Source: an optimization exercise on an open RTL-to-GDS flow (aim: small area and a short achievable clock period). Production flows keep margins and buffers that such runs may drop. RTL that was checked went through simulation tests only; none was proved equivalent to the original. Power is estimated from default activity; no workload was simulated.

== run E ==
Design convPoolLayer, start of the top module:
module convPoolLayer (
    input  logic               clock,
    input  logic               rstN,
    input  logic               pixValid,
    input  cnnPkg::pixelT      pixData,
    input  logic               coefValid,
    input  cnnPkg::coefWriteT  coefWr,
    output logic               poolValid,
    output cnnPkg::poolSampleT poolOut
);
Size in the first run: ~2200 cells after synthesis, ~49 I/O pins, roughly 31000 µm² of cells after synthesis.
Settings: LEC_CHECK=0, CAP_MARGIN=20, CORE_MARGIN=2, CORE_UTILIZATION=65, CTS_CLUSTER_DIAMETER=80, CTS_CLUSTER_SIZE=20, SETUP_SLACK_MARGIN=4.1, SLEW_MARGIN=20, SYNTH_HIERARCHICAL=1; clock period 6.5 ns.
run.sh (not shown) runs the stock make flow with config.mk's settings and CLKGATE_MAP_FILE= SYNTH_SCRIPT=/design/flow/synth_recipe.tcl, a recipe that flattens the netlist after the stock synthesis.
[inputs] run C vs run E
--- a/flow/config.mk
+++ b/flow/config.mk
@@ -13 +13 @@
-export SETUP_SLACK_MARGIN = 4.1
+export SETUP_SLACK_MARGIN = 4.0
Findings:
| final core utilization | higher: run E |
Run C vs run E, worst setup path category: flip-flop to output port vs flip-flop to flip-flop
Against run E, run C comes in 120 ps higher on reg-to-reg setup timing slack.
Fraction of power consumed by sequential logic delta for run C relative to run E: 0.3 points higher
Any difference in average detailed-routed wire length per instance between run E and run C is small enough to ignore.
The run showing the greater power per standard cell area is run E.
As far as cell area after placement is concerned, run C and run E perform about the same.
[run C] minimum clock period after layout fell 52 ps relative to run E
Relative to run E, the slack of the critical path of run C is higher by 52 ps.
The higher worst hold slack across all endpoints came out of run C.
The higher maximum number of pins on one net before global-route repair came out of run C.

---

Setup of garnet:
convPoolLayer, a different RTL version from the one above (not shown whole).
Size in the first run: about 2200 cells after synthesis, roughly 49 I/O pins, about 33000 µm² of cells after synthesis.
clock: 6.5 ns
lec_check: 0
cap_margin: 20
core_margin: 2
core_utilization: 65
setup_slack_margin: 4.3
slew_margin: 20
synth_hierarchical: 1
The inputs of onyx differ from those of garnet as listed below.
- setting CTS_CLUSTER_DIAMETER to 80 for the first time
- setting CTS_CLUSTER_SIZE to 20 for the first time
- changing SETUP_SLACK_MARGIN from 4.3 to 4.0
## What came out
Changes observed in onyx relative to garnet: via count decreased 1583; net switching power dropped 0.92 mW; area growth from synthesis to layout decreased by 13 points relative to the old numbers; post-route worst setup slack dropped 0.015 ns. Compared with garnet, onyx instantiates a smaller number of cells. Core util | onyx vs garnet | onyx lower. Looking at combinational power, onyx sits about 20% lower than garnet does.
Edits applied to the flow inputs when going from onyx to yarrow:
- CTS_CLUSTER_DIAMETER changed from 80 to 100
- CTS_CLUSTER_SIZE changed from 20 to 25
--- outcome ---
Standby leakage power down about 1.6% in yarrow wrt onyx. Summary of the comparison: count of fill cells added during filler insertion is higher in yarrow, relative to onyx. Of yarrow and onyx, the higher number of antenna violations at the first check in global routing belongs to yarrow.
No run of this note included a check of the RTL's function; only the layout flow was run.

---

## 03-03
convPoolLayer with an RTL version that a note above also has.
Size in the first run: roughly 2200 cells after synthesis, ~49 I/O pins, about 31000 µm² of cells after synthesis.
clock: 6.5 ns
lec_check: 0
cap_margin: 20
core_margin: 2
core_utilization: 75
cts_cluster_diameter: 80
cts_cluster_size: 20
place_density: 0.72
setup_slack_margin: 4.0
slew_margin: 20
synth_hierarchical: 1
diff inputs: 03-03 => 09-16
--- a/flow/config.mk
+++ b/flow/config.mk
@@ -10 +10 @@
-export CORE_UTILIZATION = 75
+export CORE_UTILIZATION = 65
@@ -13,2 +13 @@
-export PLACE_DENSITY = 0.72
-export SETUP_SLACK_MARGIN = 4.0
+export SETUP_SLACK_MARGIN = 3.9
[summary]
The sequential share of layout area was comparable across 03-03 and 09-16.
Compared 09-16 against 03-03; static leakage within noise.
Going from 03-03 to 09-16, core utilization -11 points, final cycle utilization of the critical path decreased 0.19 points, final cell count higher.
Highest layer used for signal routing: met4 -> 09-16, met5 -> 03-03
Between 09-16 and 03-03, it is 09-16 whose global-route usage is lower, by 5.5 points.

what the ideal ports hide:
The flow's constraints put no driver on any port. The routed layouts listed below were extracted and timed again, unchanged, in two steps.
Step 1: set_driving_cell puts a clkbuf_16 on clock and a buf_2 on each other input, an assumption about the parent block.
Step 2, shift: input delay + t, output delay - t, t = (earliest + latest rising clock arrival at the registers) / 2. This alone moves slack from input paths to output paths.
a / b / c = ideal ports / drivers / drivers and shift; a / b = the first two.
run	t (ns)	setup slack, ns	worst setup path after step 2	clock arrival spread, ns	worst slew at a driven data input, ns
run E	0.638	3.966 / 3.948 / 3.636	input to register	0.025 / 0.024	0.04
run C	0.639	4.018 / 3.957 / 3.508	input to register	0.020 / 0.019	0.04
garnet	0.666	3.986 / 3.986 / 3.782	input to register	0.034 / 0.034	0.04
onyx	0.656	3.971 / 3.971 / 3.500	input to register	0.039 / 0.038	0.04
yarrow	0.679	3.956 / 3.956 / 3.461	input to register	0.018 / 0.019	0.04
03-03	0.643	3.928 / 3.868 / 3.483	input to register	0.023 / 0.023	0.05
09-16	0.639	3.940 / 3.880 / 3.514	input to register	0.021 / 0.021	0.04
After both steps setup and hold are still met in every run listed. For run C, which loses most, drivers alone change the setup slack by -0.061 ns; drivers and shift together by -0.510 ns.
